This design comes from an exercise in tuning for small area and few clock cycles on the open sky130 flow, not from production work. Function was checked by simulation only, so behaviour that the tests miss may differ from the original. In every run shown here, the design's own scripts or RTL, not TritonCTS, make the clock network. The flow treats the clock pin as an ideal source. Dropping or thinning the clock tree relies on that and would not hold on a real chip.

**flow/design.v**
```verilog
package vlsu_pkg;
  localparam int unsigned BusNibbles  = 8;
  localparam int unsigned BusIdxW     = $clog2(BusNibbles);
  localparam int unsigned LaneNibbles = 4;
  localparam int unsigned NrLanesDef  = 4;
  localparam int unsigned RowNibbles  = LaneNibbles * NrLanesDef;
  localparam int unsigned RowPtrW     = $clog2(RowNibbles);
  localparam int unsigned RowIdxW     = 4;
  localparam int unsigned AxiRW       = BusNibbles*4 + 1;
  localparam int unsigned TxnCtrlW    = 1 + BusIdxW + 8 + 4 + 1;
  localparam int unsigned MetaW       = 8 + 2;
  localparam int unsigned LaneWrW     = LaneNibbles*4 + LaneNibbles + RowIdxW;
  localparam int unsigned SeqInfoW    = RowPtrW;
  typedef struct packed {
    logic [BusNibbles*4-1:0] data;
    logic                    last;
  } axi_r_t;
  typedef struct packed {
    logic               is_head;
    logic [BusIdxW-1:0] head_nb;
    logic [7:0]         rmn_beat;
    logic [3:0]         lb_nb;      
    logic               is_final;
  } txn_ctrl_t;
  typedef struct packed {
    logic [7:0] vstart;
    logic [1:0] sew;
  } meta_t;
  typedef struct packed {
    logic [RowNibbles*4-1:0] nb;
    logic [RowNibbles-1:0]   en;
    logic                    last;
  } seq_row_t;
  typedef struct packed {
    logic [LaneNibbles*4-1:0] data;
    logic [LaneNibbles-1:0]   be;
    logic [RowIdxW-1:0]       row;
  } lane_wr_t;
  typedef struct packed {
    logic [RowPtrW-1:0] start_ptr;
  } seq_info_t;
endpackage
`timescale 1ns/1ps
module vlsu_fifo #(
  parameter int unsigned Depth = 4,
  parameter int unsigned Width = 1
) (
  input  logic             clk_i,
  input  logic             rst_ni,
  input  logic             in_valid_i,
  output logic             in_ready_o,
  input  logic [Width-1:0] in_i,
  output logic             out_valid_o,
  input  logic             out_ready_i,
  output logic [Width-1:0] out_o
);
  localparam int unsigned IdxW = (Depth > 1) ? $clog2(Depth) : 1;
  logic [Width-1:0] mem_q [Depth];
  logic [IdxW-1:0]  wr_idx_q, rd_idx_q;
  logic             wr_flag_q, rd_flag_q;
  logic             full, empty, push, pop;
  assign full  = (wr_idx_q == rd_idx_q) && (wr_flag_q != rd_flag_q);
  assign empty = (wr_idx_q == rd_idx_q) && (wr_flag_q == rd_flag_q);
  assign in_ready_o  = !full;
  assign out_valid_o = !empty;
  assign out_o       = mem_q[rd_idx_q];
  assign push = in_valid_i && in_ready_o;
  assign pop  = out_valid_o && out_ready_i;
  always_ff @(posedge clk_i or negedge rst_ni) begin
    if (!rst_ni) begin
      wr_idx_q  <= '0;
      rd_idx_q  <= '0;
      wr_flag_q <= 1'b0;
      rd_flag_q <= 1'b0;
    end else begin
      if (push) begin
        if (wr_idx_q == IdxW'(Depth - 1)) begin
          wr_idx_q  <= '0;
          wr_flag_q <= ~wr_flag_q;
        end else begin
          wr_idx_q <= wr_idx_q + 1'b1;
        end
      end
      if (pop) begin
        if (rd_idx_q == IdxW'(Depth - 1)) begin
          rd_idx_q  <= '0;
          rd_flag_q <= ~rd_flag_q;
        end else begin
          rd_idx_q <= rd_idx_q + 1'b1;
        end
      end
    end
  end
  always_ff @(posedge clk_i) begin
    if (push) begin
      mem_q[wr_idx_q] <= in_i;
    end
  end
endmodule
`timescale 1ns/1ps
module vlsu_seq_load #(
  parameter int unsigned MetaDepth = 2
) (
  input  logic      clk_i,
  input  logic      rst_ni,
  input  logic      axi_r_valid_i,
  output logic      axi_r_ready_o,
  input  vlsu_pkg::axi_r_t    axi_r_i,
  input  logic      txn_valid_i,
  output logic      txn_ready_o,
  input  vlsu_pkg::txn_ctrl_t txn_i,
  input  logic      meta_valid_i,
  output logic      meta_ready_o,
  input  vlsu_pkg::meta_t     meta_i,
  output logic      row_valid_o,
  input  logic      row_ready_i,
  output vlsu_pkg::seq_row_t  row_o
);
  typedef enum logic {
    S_IDLE,
    S_COMMIT
  } state_e;
  state_e state_q, state_d;
  vlsu_pkg::seq_info_t info_in, info_out;
  logic      info_valid, info_ready;
  assign info_in.start_ptr = meta_i.vstart[vlsu_pkg::RowPtrW-1:0] << meta_i.sew;
  vlsu_fifo #(
    .Depth (MetaDepth),
    .Width (vlsu_pkg::SeqInfoW)
  ) i_info_fifo (
    .clk_i       (clk_i),
    .rst_ni      (rst_ni),
    .in_valid_i  (meta_valid_i),
    .in_ready_o  (meta_ready_o),
    .in_i        (info_in),
    .out_valid_o (info_valid),
    .out_ready_i (info_ready),
    .out_o       (info_out)
  );
  logic [1:0][vlsu_pkg::RowNibbles*4-1:0] nb_q, nb_d;
  logic [1:0][vlsu_pkg::RowNibbles-1:0]   en_q, en_d;
  logic [1:0]                   last_q, last_d;
  logic [vlsu_pkg::RowNibbles*4-1:0]      wr_nb;
  logic [vlsu_pkg::RowNibbles-1:0]        wr_en;
  logic [1:0] wr_cnt_q, rd_cnt_q;
  logic       buf_full, buf_empty, row_enq, row_deq;
  assign buf_full  = (wr_cnt_q ^ rd_cnt_q) == 2'b10;
  assign buf_empty = wr_cnt_q == rd_cnt_q;
  assign row_valid_o = !buf_empty;
  assign row_o.nb    = nb_q[rd_cnt_q[0]];
  assign row_o.en    = en_q[rd_cnt_q[0]];
  assign row_o.last  = last_q[rd_cnt_q[0]];
  assign row_deq     = row_valid_o && row_ready_i;
  logic [vlsu_pkg::BusIdxW-1:0] bus_cnt_q, bus_cnt_d;
  logic [vlsu_pkg::RowPtrW-1:0] ptr_q, ptr_d;
  logic [3:0]         lower_nb, upper_nb, bus_avail, start_nb;
  logic [vlsu_pkg::RowPtrW:0]   row_free, n_cmt;
  logic               do_cmt, accept, final_beat;
  assign final_beat = txn_i.is_final && axi_r_i.last;
  assign lower_nb   = txn_i.is_head ? {1'b0, txn_i.head_nb} : 4'd0;
  assign upper_nb   = (txn_i.rmn_beat == '0) ? txn_i.lb_nb : 4'(vlsu_pkg::BusNibbles);
  assign bus_avail  = upper_nb - lower_nb - {1'b0, bus_cnt_q};
  assign row_free   = (vlsu_pkg::RowPtrW+1)'(vlsu_pkg::RowNibbles) - {1'b0, ptr_q};
  assign start_nb   = lower_nb + {1'b0, bus_cnt_q};
  assign do_cmt     = (state_q == S_COMMIT) && axi_r_valid_i && txn_valid_i && !buf_full;
  assign axi_r_ready_o = accept;
  assign txn_ready_o   = accept;
  always_comb begin
    state_d    = state_q;
    bus_cnt_d  = bus_cnt_q;
    ptr_d      = ptr_q;
    nb_d       = nb_q;
    en_d       = en_q;
    last_d     = last_q;
    wr_nb      = nb_q[wr_cnt_q[0]];
    wr_en      = en_q[wr_cnt_q[0]];
    info_ready = 1'b0;
    accept     = 1'b0;
    row_enq    = 1'b0;
    n_cmt      = '0;
    if (state_q == S_IDLE) begin
      if (txn_valid_i && info_valid) begin
        info_ready = 1'b1;
        bus_cnt_d  = '0;
        ptr_d      = info_out.start_ptr;
        state_d    = S_COMMIT;
      end
    end else if (do_cmt) begin
      if ({1'b0, bus_avail} > row_free) begin
        n_cmt     = row_free;
        bus_cnt_d = bus_cnt_q + vlsu_pkg::BusIdxW'(row_free);
        ptr_d     = '0;
        row_enq   = 1'b1;
      end else begin
        n_cmt     = {1'b0, bus_avail};
        bus_cnt_d = '0;
        ptr_d     = ptr_q + bus_avail;
        accept    = 1'b1;
        if (({1'b0, bus_avail} == row_free) || final_beat) begin
          ptr_d   = '0;
          row_enq = 1'b1;
        end
        if (final_beat) begin
          state_d = S_IDLE;
        end
      end
      for (int unsigned i = 0; i < vlsu_pkg::RowNibbles; i++) begin
        if ((i >= ptr_q) && (i < ptr_q + n_cmt)) begin
          wr_nb[i*4 +: 4] = axi_r_i.data[vlsu_pkg::BusIdxW'(i + start_nb - ptr_q)*4 +: 4];
          wr_en[i]        = 1'b1;
        end
      end
      nb_d[wr_cnt_q[0]]   = wr_nb;
      en_d[wr_cnt_q[0]]   = wr_en;
      last_d[wr_cnt_q[0]] = row_enq && accept && final_beat;
    end
    if (row_deq) begin
      nb_d[rd_cnt_q[0]]   = '0;
      en_d[rd_cnt_q[0]]   = '0;
      last_d[rd_cnt_q[0]] = 1'b0;
    end
  end
  always_ff @(posedge clk_i or negedge rst_ni) begin
    if (!rst_ni) begin
      state_q   <= S_IDLE;
      bus_cnt_q <= '0;
      ptr_q     <= '0;
      wr_cnt_q  <= '0;
      rd_cnt_q  <= '0;
      nb_q      <= '0;
      en_q      <= '0;
      last_q    <= '0;
    end else begin
      state_q   <= state_d;
      bus_cnt_q <= bus_cnt_d;
      ptr_q     <= ptr_d;
      nb_q      <= nb_d;
      en_q      <= en_d;
      last_q    <= last_d;
      if (row_enq) begin
        wr_cnt_q <= wr_cnt_q + 2'd1;
      end
      if (row_deq) begin
        rd_cnt_q <= rd_cnt_q + 2'd1;
      end
    end
  end
endmodule
`timescale 1ns/1ps
module vlsu_shuffle #(
  parameter int unsigned NrLanes = vlsu_pkg::NrLanesDef
) (
  input  logic                                clk_i,
  input  logic                                rst_ni,
  input  logic                                row_valid_i,
  output logic                                row_ready_o,
  input  vlsu_pkg::seq_row_t                            row_i,
  input  logic [NrLanes-1:0]                  lane_ready_i,
  output logic [NrLanes-1:0]                  lane_push_o,
  output logic [NrLanes-1:0][vlsu_pkg::LaneWrW-1:0] lane_o
);
  logic [vlsu_pkg::RowIdxW-1:0] row_cnt_q;
  logic               row_xfer;
  assign row_ready_o = &lane_ready_i;
  assign row_xfer    = row_valid_i && row_ready_o;
  for (genvar j = 0; j < NrLanes; j++) begin : gen_slice
    vlsu_pkg::lane_wr_t slice;
    assign slice.data     = row_i.nb[j*vlsu_pkg::LaneNibbles*4 +: vlsu_pkg::LaneNibbles*4];
    assign slice.be       = row_i.en[j*vlsu_pkg::LaneNibbles +: vlsu_pkg::LaneNibbles];
    assign slice.row      = row_cnt_q;
    assign lane_push_o[j] = row_xfer;
    assign lane_o[j]      = slice;
  end
  always_ff @(posedge clk_i or negedge rst_ni) begin
    if (!rst_ni) begin
      row_cnt_q <= '0;
    end else if (row_xfer) begin
      if (row_i.last) begin
        row_cnt_q <= '0;
      end else begin
        row_cnt_q <= row_cnt_q + 1'b1;
      end
    end
  end
endmodule
`timescale 1ns/1ps
module vlsu_lane_queue #(
  parameter int unsigned Depth = 4
) (
  input  logic     clk_i,
  input  logic     rst_ni,
  input  logic     push_i,
  input  vlsu_pkg::lane_wr_t wr_i,
  output logic     ready_o,
  output logic     q_valid_o,
  input  logic     q_ready_i,
  output vlsu_pkg::lane_wr_t q_o
);
  logic keep;
  assign keep = push_i && (|wr_i.be);
  vlsu_fifo #(
    .Depth (Depth),
    .Width (vlsu_pkg::LaneWrW)
  ) i_fifo (
    .clk_i       (clk_i),
    .rst_ni      (rst_ni),
    .in_valid_i  (keep),
    .in_ready_o  (ready_o),
    .in_i        (wr_i),
    .out_valid_o (q_valid_o),
    .out_ready_i (q_ready_i),
    .out_o       (q_o)
  );
endmodule
`timescale 1ns/1ps
module vlsu_wb_arbiter #(
  parameter int unsigned NrLanes = vlsu_pkg::NrLanesDef
) (
  input  logic                                     clk_i,
  input  logic                                     rst_ni,
  input  logic [NrLanes-1:0]                       q_valid_i,
  output logic [NrLanes-1:0]                       q_ready_o,
  input  logic [NrLanes-1:0][vlsu_pkg::LaneWrW-1:0] q_i,
  output logic                                     wb_valid_o,
  input  logic                                     wb_ready_i,
  output vlsu_pkg::lane_wr_t                                 wb_o,
  output logic [$clog2(NrLanes)-1:0]               wb_lane_o
);
  localparam int unsigned LaneW = $clog2(NrLanes);
  logic [LaneW-1:0] last_q, gnt;
  logic             found;
  always_comb begin
    int unsigned idx;
    found = 1'b0;
    gnt   = last_q;
    for (int unsigned off = 1; off <= NrLanes; off++) begin
      idx = (32'(last_q) + off) % NrLanes;
      if (!found && q_valid_i[idx]) begin
        found = 1'b1;
        gnt   = LaneW'(idx);
      end
    end
  end
  assign wb_valid_o = found;
  assign wb_o       = q_i[gnt];
  assign wb_lane_o  = gnt;
  always_comb begin
    q_ready_o = '0;
    if (wb_valid_o && wb_ready_i) begin
      q_ready_o[gnt] = 1'b1;
    end
  end
  always_ff @(posedge clk_i or negedge rst_ni) begin
    if (!rst_ni) begin
      last_q <= LaneW'(NrLanes - 1);
    end else if (wb_valid_o && wb_ready_i) begin
      last_q <= gnt;
    end
  end
endmodule
`timescale 1ns/1ps
module vlsu_load_top #(
  parameter int unsigned NrLanes   = vlsu_pkg::NrLanesDef,
  parameter int unsigned MetaDepth = 2,
  parameter int unsigned LaneDepth = 4
) (
  input  logic                       clk_i,
  input  logic                       rst_ni,
  input  logic                       axi_r_valid_i,
  output logic                       axi_r_ready_o,
  input  logic [32:0]                axi_r_i,
  input  logic                       txn_valid_i,
  output logic                       txn_ready_o,
  input  logic [16:0]                txn_i,
  input  logic                       meta_valid_i,
  output logic                       meta_ready_o,
  input  logic [9:0]                 meta_i,
  output logic                       wb_valid_o,
  input  logic                       wb_ready_i,
  output logic [23:0]                wb_o,
  output logic [$clog2(NrLanes)-1:0] wb_lane_o
);
  vlsu_pkg::axi_r_t    axi_r;
  vlsu_pkg::txn_ctrl_t txn;
  vlsu_pkg::meta_t     meta;
  assign axi_r = axi_r_i;
  assign txn   = txn_i;
  assign meta  = meta_i;
  logic       busy_q;           
  logic [3:0] ptr_q;            
  logic [1:0] lo_q;             
  logic [3:0] row_q;            
  logic       mid_q;            
  logic [2:0] idx_q;            
  logic [2:0][3:0] buf_q;       
  logic [3:0] start_ptr, ptr, row;
  logic [1:0] lo, f, lane;
  logic       mid, active;
  assign start_ptr = meta.vstart[3:0] << meta.sew;
  assign active    = busy_q || meta_valid_i;
  assign ptr       = busy_q ? ptr_q : start_ptr;
  assign lo        = busy_q ? lo_q  : start_ptr[1:0];
  assign row       = busy_q ? row_q : 4'd0;
  assign mid       = busy_q && mid_q;
  assign f         = ptr[1:0];
  assign lane      = ptr[3:2];
  assign meta_ready_o = !busy_q;
  logic [2:0] lower, idx, s;
  logic [3:0] upper, t, d;
  logic       final_beat, close, beat_v;
  assign beat_v     = axi_r_valid_i && active;
  assign final_beat = txn.is_final && axi_r.last;
  assign lower      = txn.is_head ? txn.head_nb : 3'd0;
  assign upper      = axi_r.last ? txn.lb_nb : 4'd8;
  assign idx        = mid ? idx_q : lower;
  assign t          = {1'b0, idx} + {2'b0, ~f} + 4'd1;
  assign d          = upper - t;
  assign close      = !d[3];
  assign s          = t[2:0] + 3'd4;
  logic [7:0][3:0] bnib;
  logic [3:0][3:0] rot;
  assign bnib = axi_r.data;
  logic [7:0][3:0] r1, r2;
  always_comb begin
    for (int unsigned i = 0; i < 8; i++) begin
      r1[i]  = s[0] ? bnib[(i + 1) % 8] : bnib[i];
    end
    for (int unsigned i = 0; i < 8; i++) begin
      r2[i]  = s[1] ? r1[(i + 2) % 8] : r1[i];
    end
    for (int unsigned i = 0; i < 4; i++) begin
      rot[i] = s[2] ? r2[i + 4] : r2[i];
    end
  end
  logic [2:0][3:0] buf_in;
  always_comb begin
    for (int unsigned p = 0; p < 3; p++) begin
      buf_in[p] = (s[2] ^ close) ? r2[p + 4] : r2[p];
    end
  end
  logic [3:0][3:0] out_nb;
  logic [3:0]      be;
  always_comb begin
    for (int unsigned i = 0; i < 4; i++) begin
      out_nb[i] = (i < 3 && i < 32'(f)) ? buf_q[i % 3] : rot[i];
      be[i]     = (i >= 32'(lo)) && (close || (i < 32'(d[1:0])));
    end
  end
  logic wr, do_step, take, done, stash;
  assign wr      = beat_v && (close || final_beat);
  assign do_step = beat_v && (!wr || wb_ready_i);
  assign stash   = close && !final_beat && (d[3:2] == 2'b00);
  assign take    = do_step && (close ? (stash || d == 4'd0) : 1'b1);
  assign done    = take && final_beat;
  assign axi_r_ready_o = take;
  assign txn_ready_o   = take;
  assign wb_valid_o = wr;
  assign wb_o       = {out_nb, be, row};
  assign wb_lane_o  = lane;
  always_ff @(posedge clk_i or negedge rst_ni) begin
    if (!rst_ni) begin
      busy_q <= 1'b0;
    end else begin
      busy_q <= active && !done;
    end
  end
  always_ff @(posedge clk_i) begin
    ptr_q <= ptr;
    lo_q  <= lo;
    row_q <= row;
    mid_q <= mid;
    if (do_step) begin
      ptr_q[1:0] <= (close && !stash) ? 2'd0 : d[1:0];
      mid_q      <= !take;
      if (close) begin
        {row_q, ptr_q[3:2]} <= {row, lane} + 6'd1;
        lo_q <= 2'd0;
      end
    end
    if (do_step) begin
      idx_q <= t[2:0];
      for (int unsigned p = 0; p < 3; p++) begin
        if (close || p >= 32'(f)) begin
          buf_q[p] <= buf_in[p];
        end
      end
    end
  end
endmodule
```
**flow/flow/run.sh**
```bash
#!/bin/bash
# Standard ORFS layout with four changes: ABC maps the logic with its
# area-oriented mapper (flow/abc_area.script in place of abc_speed.script),
# the port buffers are made of the smallest buffer cell, and the clock is
# distributed by a single buf_12 at the centre of the registers
# (flow/one_clkbuf.tcl, run as the PRE_CTS_TCL hook) instead of a tree;
# after global routing, cells with spare slack are downsized (RECOVER_POWER).
set -euo pipefail
rm -rf scripts_abc
cp -r "$FLOW_HOME/scripts" scripts_abc
cp flow/abc_area.script scripts_abc/abc_speed.script
bash standard.sh SCRIPTS_DIR="$PWD/scripts_abc" \
  BUFFER_PORTS_ARGS="-buffer_cell sky130_fd_sc_hd__buf_1" \
  PRE_CTS_TCL="$PWD/flow/one_clkbuf.tcl" ONE_CLKBUF_CELL=sky130_fd_sc_hd__buf_12 RECOVER_POWER=100 \
  finish > standard_flow.log 2>&1
```
**flow/flow/abc_area.script**
```
strash
dch
amap
strash
dch
amap
```
**flow/flow/one_clkbuf.tcl**
```tcl
# Pre-CTS hook: the design has few registers, so one clock buffer placed at
# the centre of the registers drives them all, in place of TritonCTS's tree.
set block [ord::get_db_block]
set dbu [$block getDbUnitsPerMicron]
set clk_net [$block findNet clk_i]
set sx 0
set sy 0
set n 0
foreach it [$clk_net getITerms] {
  lassign [[$it getInst] getLocation] x y
  set sx [expr {$sx + $x}]
  set sy [expr {$sy + $y}]
  incr n
}
set cx [expr {double($sx) / $n / $dbu}]
set cy [expr {double($sy) / $n / $dbu}]
puts "one_clkbuf: $n clock sinks, buffer at ($cx, $cy)"
insert_buffer -buffer_cell $::env(ONE_CLKBUF_CELL) -net clk_i \
  -location [list $cx $cy] -buffer_name clkbuf_root -net_name clknet_root
rename clock_tree_synthesis tritoncts_unused
proc clock_tree_synthesis { args } {
  puts "one_clkbuf: clock tree is the single root buffer"
  set_propagated_clock [all_clocks]
}
```
**flow/standard.sh**
```bash
#!/bin/bash
# synth_recipe.tcl (not shown) runs the flow's synth.tcl, then flattens the netlist and writes it again
# the make line also repeats each setting of config.mk as NAME=value (left out here)
make -C /OpenROAD-flow-scripts/flow DESIGN_CONFIG=/design/flow/config.mk WORK_HOME=/design/flow/orfs CLKGATE_MAP_FILE= SYNTH_SCRIPT=/design/flow/synth_recipe.tcl "${@:-finish}"
```
**flow/config.mk**
```make
export PLATFORM = sky130hd
export DESIGN_NAME = vlsu_load_top
export DESIGN_NICKNAME = vlsu_load_top
export VERILOG_FILES = /design/flow/design.v
export SDC_FILE = /design/flow/constraint.sdc
export NUM_CORES = 4
export LEC_CHECK = 0
export CAP_MARGIN = 20
export CORE_MARGIN = 2
export CORE_UTILIZATION = 60
export GPL_TIMING_DRIVEN = 0
export PLACE_DENSITY = 0.8
export SLEW_MARGIN = 20
```
**flow/constraint.sdc**
```tcl
create_clock -name core_clock -period 10.0 [get_ports {clk_i}]
set_input_delay 2.0000 -clock core_clock [delete_from_list [all_inputs] [get_ports {clk_i}]]
set_output_delay 2.0000 -clock core_clock [all_outputs]
set_load 0.01 [all_outputs]
```
==> results of run 1 <==
==> sequential cells by signal, summed over array words and instances (netlist names) <==
signal,cells
buf_q,12
busy_q,1
idx_q,3
lo_q,2
mid_q,1
ptr_q,4
row_q,4
==> repair_timing <==
item	4_1_cts	5_1_grt
hold buffers	0	0
endpoints found under the setup margin	2	2
gates resized for setup	1	3
cloned	0	1
buffers inserted	0	1
pin swaps	0	1
==> cells by family (layout without fill, tap and decap cells) <==
| family | after synthesis | after routing |
|---|---|---|
| AO/OA/AOI/OAI | 146 | 146 |
| AND/OR/NAND/NOR | 40 | 40 |
| flip-flops | 27 | 27 |
| buffers and inverters | 24 | 111 |
| adder cells (fa/ha/maj) | 8 | 8 |
==> layer usage <==
metal  share of wire  global-route usage  routed length (um)
met5               0                   0                   0
met4           0.014              0.0408                  85
met3           0.097              0.0143                 574
met2            0.45               0.484                2680
met1            0.44               0.420                2590
==> through the flow <==
| step | utilization | std cells |
|---|---|---|
| 4_1_cts | 0.747 | 375 |
| 6_report | 0.757 | 378 |
| 2_1_floorplan | - | 245 |
| 3_3_place_gp | 0.736 | 373 |
| 5_1_grt | 0.757 | 378 |
| 3_5_place_dp | 0.740 | 374 |
==> synthesized netlist by cell type (2+ instances only) <==
cell type / count
o22ai_1: 63
o22a_1: 27
clkinv_1: 22
nor2_1: 18
edfxtp_1: 15
o21ai_0: 13
dfxtp_1: 11
nand2_1: 11
a21oi_1: 10
a22o_1: 8
nor2b_1: 8
ha_1: 6
a21o_1: 5
a221oi_1: 4
a22oi_1: 4
o32a_1: 4
a32oi_1: 3
buf_4: 2
fa_1: 2
==> layout make-up, clock buffers not listed <==
type | count | area, sq um | share of cell area
plain buffers | 2 | 15.0 | 0.00590
inverters | 22 | 86.3 | 0.0339
multi-input cells | 194 | 1330 | 0.522
flip-flops and latches | 27 | 696 | 0.273
well taps | 46 | 57.6 | 0.0226
repair buffers | 85 | 338 | 0.133
repair inverters | 1 | 5.00 | 0.00197
==> worst paths after layout <==
check	start	end	slack [ps]	cells after the start
max reg2reg	busy_q	row_q[3]	3690	20
max in group asynchronous	rst_ni	busy_q	8270	1
min	row_q[1]	row_q[2]	480	1
min reg2reg	row_q[1]	row_q[2]	480	1
max	meta_i[0]	txn_ready_o	640	20
min in group asynchronous	rst_ni	busy_q	1610	1
==> run notes, run 1 <==
run status no timing/DRC/antenna violations; DRT iter0 DRCs between 150 and 200; CP Max Fanout 19; Area growth syn-to-layout 20.7%; Post-Syn Nets 319; Fin. Hold Viols 0; wire per inst about 16 um; pre-CTS setup slack -254 ps; Slew Viols, Final 0; delay-heaviest family, CP buffers and inverters; final RePlAce weighted congestion roughly 0.80; worst-margin pin slew 851 ps; post-detail-place hpwl about 4300 um; multiplexer share of the synthesized area 0; clk_skew around 4.5 ps; final worst path period share 0.936; I/O pin count 96; placed cell area 2490 sq um; Worst-Skew Late Latency ~140 ps; area share of fa/ha/maj cells after synthesis 0.0546; crit path cell chain buf_1 > clkinv_1 > o22ai_1 > o21ai_0 > o21ai_2 > clkinv_1 > fa_2 > ha_1 > a21o_1 > a21oi_1 > nand2_1 > o21ai_0 > clkinv_1 > nor2_1 > nor2_1 > nor2_1 > clkinv_1 > o41ai_1 > buf_4 > buf_1; largest net degree at the start of global routing 36; post-synthesis xor/xnor area fraction 0; max_cap viols 0; Die ar. about 4000 sq um; final instance area about 2500 sq um; first-pass GRT wire length 9670 um; max incr delay on CP approximately 900 ps; Post-DRT Antenna Nets 0; Final Worst Setup Slack about 640 ps; Post-Route WL around 6000 um; Worst Path Required approximately 8000 ps; Bufs and invs on worst path 7; largest family of logic cells by synthesized area compound AO/OA/AOI/OAI gates; Vias/cell 6.53; All-Layer GR Usage 0.287; Slew HR 0.427; simple-gate share of the synthesized area 0.0836; post-synth top area share 0.214; sequential area share after synthesis 0.330; first-pass iteration count of the detailed router 5; # diodes 0; min Tclk post-route about 9400 ps; starting density of the core 0.627; fmax ~0.11 GHz; CP most frequent cell clkinv_1; worst min-delay path class flip-flop to flip-flop; Yosys warnings 1; WHS around 480 ps; Synth Area in Compound Gates 0.486; setup TNS 0 ps; Die Y about 63 um; port buffer count 82; Critical Path Slowest Stage Cell fa_2; synth unique cells 28; Synth Instances about 250; Top FF cell, synth edfxtp_1; Final Net Count approximately 400; share of cells above drive strength 1 0.0361; Post-synth EDFFs 15; Post-Syn Area per Cell 8.61 sq um; core box area between 3000 and 4000 sq um; vias post-DR approximately 2,500; DR DRC count 0; kind of critical path primary input to primary output; Worst EP arrival 7360 ps; commonest non-fill, non-tap cell in the layout buf_1; Congestion Overflow GR 0; most frequent cells in the layout buf_1, o22ai_1, o22a_1; Fill cells 303; initial antenna violation count 0; FF+latch count, synth 27; Cell Rows 21; Final setup viols 0; CP Launch Type primary input; Worst-path clk slew roughly 110 ps; async set or reset register ratio after synthesis 0.0370; Mapped Area between 2000 and 2500 sq um; largest cells by area after synthesis edfxtp_1, o22ai_1, o22a_1; Yosys top cell by area edfxtp_1; vias in the first global route 2,201; die width around 63 um; unrepaired setup endpoints after global routing no; Worst Setup End Kind primary output
Testbench counts, summed over its fixed seeds: cycles 14,178.
==> run 2: changes to the inputs <==
==> flow/flow/run.sh (replaced) <==
#!/bin/bash
# Standard ORFS layout with four changes: ABC maps the logic with its
# area-oriented mapper (flow/abc_area.script in place of abc_speed.script),
# the port buffers are made of the smallest buffer cell, and the clock is
# distributed by a single clkbuf_16 at the centre of the registers
# (flow/one_clkbuf.tcl, run as the PRE_CTS_TCL hook) instead of a tree;
# after global routing, cells with spare slack are downsized (RECOVER_POWER).
set -euo pipefail
rm -rf scripts_abc
cp -r "$FLOW_HOME/scripts" scripts_abc
cp flow/abc_area.script scripts_abc/abc_speed.script
bash standard.sh SCRIPTS_DIR="$PWD/scripts_abc" \
  BUFFER_PORTS_ARGS="-buffer_cell sky130_fd_sc_hd__buf_1" \
  PRE_CTS_TCL="$PWD/flow/one_clkbuf.tcl" ONE_CLKBUF_CELL=sky130_fd_sc_hd__clkbuf_16 RECOVER_POWER=100 \
  finish > standard_flow.log 2>&1
==> run notes, run 2 <==
largest cells by area after synthesis edfxtp_1, o22ai_1, o22a_1; sequential area share after synthesis 0.330; Yosys top cell by area edfxtp_1; worst setup path startpoint meta_i[0]; placed cell area approximately 2500 sq um; die width 63.3 um; Commonest cells post-synth o22ai_1, o22a_1, clkinv_1, nor2_1, edfxtp_1; max incr delay on CP between 900 and 1000 ps; Post-Syn Area per Cell about 8.6 sq um; Area growth syn-to-layout 20.9%; storage element area around 700 sq um; Worst-path clk slew approximately 110 ps; All-Layer GR Usage 0.287; top-count cell post-synth o22ai_1; Slew HR 0.412; multiplexer share of the synthesized area 0; core box area around 3400 sq um; most frequent cells in the layout buf_1, o22ai_1, o22a_1; # diodes 0; DRT iter0 DRCs 211; vias post-DR approximately 2,500; Congestion Overflow GR 0; Worst EP arrival 7410 ps; total placed cells including tap cells roughly 370; setup slack, reg-to-reg around 3600 ps; hold-fix buffers at CTS 0; Die ar. about 4000 sq um; Slew Viols, Final 0; post-synthesis xor/xnor area fraction 0; Post-DRT Antenna Nets 0; Synth Instances 245; max reg flops 12; worst min-delay path class flip-flop to flip-flop; vias in the first global route ~2,200; Worst Path Required roughly 8000 ps; Critical Path Slowest Stage Cell fa_2; R2R Path End row_q[3]; Cell Count, Final, Fillers Out between 300 and 400; Final setup viols 0; area share of fa/ha/maj cells after synthesis 0.0546; FF-to-FF path depth 20; DR DRC count 0; async set or reset register ratio after synthesis 0.0370; Top FF cell, synth edfxtp_1; crit path cell chain buf_1 > clkinv_1 > o22ai_1 > o21ai_0 > o21ai_2 > clkinv_1 > fa_2 > ha_1 > a21o_1 > a21oi_1 > nand2_1 > o21ai_0 > clkinv_1 > nor2_1 > nor2_1 > nor2_1 > clkinv_1 > o41ai_1 > buf_4 > buf_1; kind of critical path primary input to primary output; largest net degree at the start of global routing 36; CP most frequent cell clkinv_1; synth unique cells 28; Post-Syn Nets between 300 and 400; Die Y 63.3 um; max_cap viols 0; Top Registers buf_q x12, ptr_q x4, row_q x4; CP Max Fanout 19; Fill cells 300; I/O pin count 96; CP Launch Type primary input; Worst Setup EP txn_ready_o; Final Net Count 408; wire per inst around 16 um; commonest non-fill, non-tap cell in the layout buf_1; first-pass GRT wire length between 9000 and 10,000 um; largest family of logic cells by synthesized area compound AO/OA/AOI/OAI gates; unrepaired setup endpoints after global routing no; Vias/cell approximately 6.5; clk_skew between 3 and 4 ps; final RePlAce weighted congestion between 0.8 and 0.9; FF+latch count, synth 27; Synth Area in Compound Gates 0.486; post-synth top area share 0.214; starting density of the core 0.627; post-detail-place hpwl between 4000 and 5000 um; final instance area 2550 sq um; Mapped Area 2110 sq um; Multi-input gate area approximately 1300 sq um; final worst path period share 0.941; run status no timing/DRC/antenna violations; Final Worst Setup Slack between 500 and 600 ps; fmax 0.106 GHz; initial antenna violation count 0; pre-CTS setup slack -254 ps; first-pass iteration count of the detailed router 5; Post-Route WL approximately 6000 um; RR Startpoint busy_q; port buffer count between 80 and 90; Worst-Skew Late Latency between 150 and 200 ps; post-layout utilization of the core 0.759; simple-gate share of the synthesized area 0.0836; Worst Setup End Kind primary output; Top reg by flops buf_q; worst-margin pin slew 873 ps; Fin. Hold Viols 0; Post-synth EDFFs 15; Cell Rows 21; min Tclk post-route 9410 ps; share of cells above drive strength 1 0.0361; Yosys warnings 1
==> run 2: how the worst min path moves through the flow <==
stage / from / to / depth (start not counted)
after floorplan: row_q[1] / row_q[2] / 1
after global placement: row_q[1] / row_q[2] / 1
after detailed placement: row_q[1] / row_q[2] / 1
after CTS: row_q[1] / row_q[2] / 1
after global routing: row_q[1] / row_q[2] / 1
final: row_q[1] / row_q[2] / 1
==> run 2: timing repair <==
item	in CTS	in global routing
buffers inserted	0	1
setup endpoints to repair	2	2
gates resized for setup	1	3
pin swaps	0	1
gates cloned	0	1
==> run 2: cells by family after synthesis <==
kind of cell / count (synthesis)
flip-flops: 27
AND/OR/NAND/NOR: 40
adder cells (fa/ha/maj): 8
buffers and inverters: 24
AO/OA/AOI/OAI: 146
==> run 2: critical path: cells and delay by family <==
family | cells | cell delay, ps
adder cells (fa/ha/maj) | 2 | 1230
buffers and inverters | 7 | 1690
AND/OR/NAND/NOR | 4 | 760
AO/OA/AOI/OAI | 7 | 1710
==> run 2: routing by layer <==
layer / wire length [um] / track usage / vias to the layer above
met5: 0 / 0 / -
met4: 78 / 0.0462 / 0
met3: 513 / 0.0161 / 10
met2: 2710 / 0.483 / 125
met1: 2730 / 0.417 / 1119
li1: - / - / 1209
==> run 2: metrics by stage <==
stage	hold WS, ps	TNS, ps
global placement	437	-1770
CTS	474	0
finish	477	0
global route	522	0
detailed placement	453	-369
floorplan	431	0
==> run 2: layout make-up, clock buffers not listed <==
type                       instances  share of cell area
inverter                          22              0.0338
sequential                        27               0.273
timing repair buffer              85               0.132
timing repair inverter             1             0.00196
multi-input combinational        194               0.521
tap                               46              0.0226
buffer                             2             0.00589

[what the ideal ports hide]
How much do the figures lean on ideal ports? The routed layouts below were timed once more, with nothing changed but the port constraints. Step 1 (the two cells are an assumption about what drives the block):
set clk [get_ports {clk_i}]
set_driving_cell -lib_cell sky130_fd_sc_hd__clkbuf_16 $clk
set_driving_cell -lib_cell sky130_fd_sc_hd__buf_2 [delete_from_list [all_inputs] $clk]
Step 2 moves the port delays by t, midway between the first and last clock arrival at a register: inputs arrive t later, outputs are due t later. That takes back most of the time a late clock gives input paths. Three values: ideal, step 1, step 2; two values: the first two.
run	t, ns	setup slack, ns	hold slack, ns
run 1	0.170	0.637 / 0.614 / 0.614	0.477 / 0.477 / 0.477
run 2	0.197	0.592 / 0.570 / 0.570	0.477 / 0.477 / 0.477
After both steps setup and hold are still met in every run listed. For run 1, which loses most, drivers alone change the setup slack by -0.023 ns; drivers and shift together by -0.023 ns.
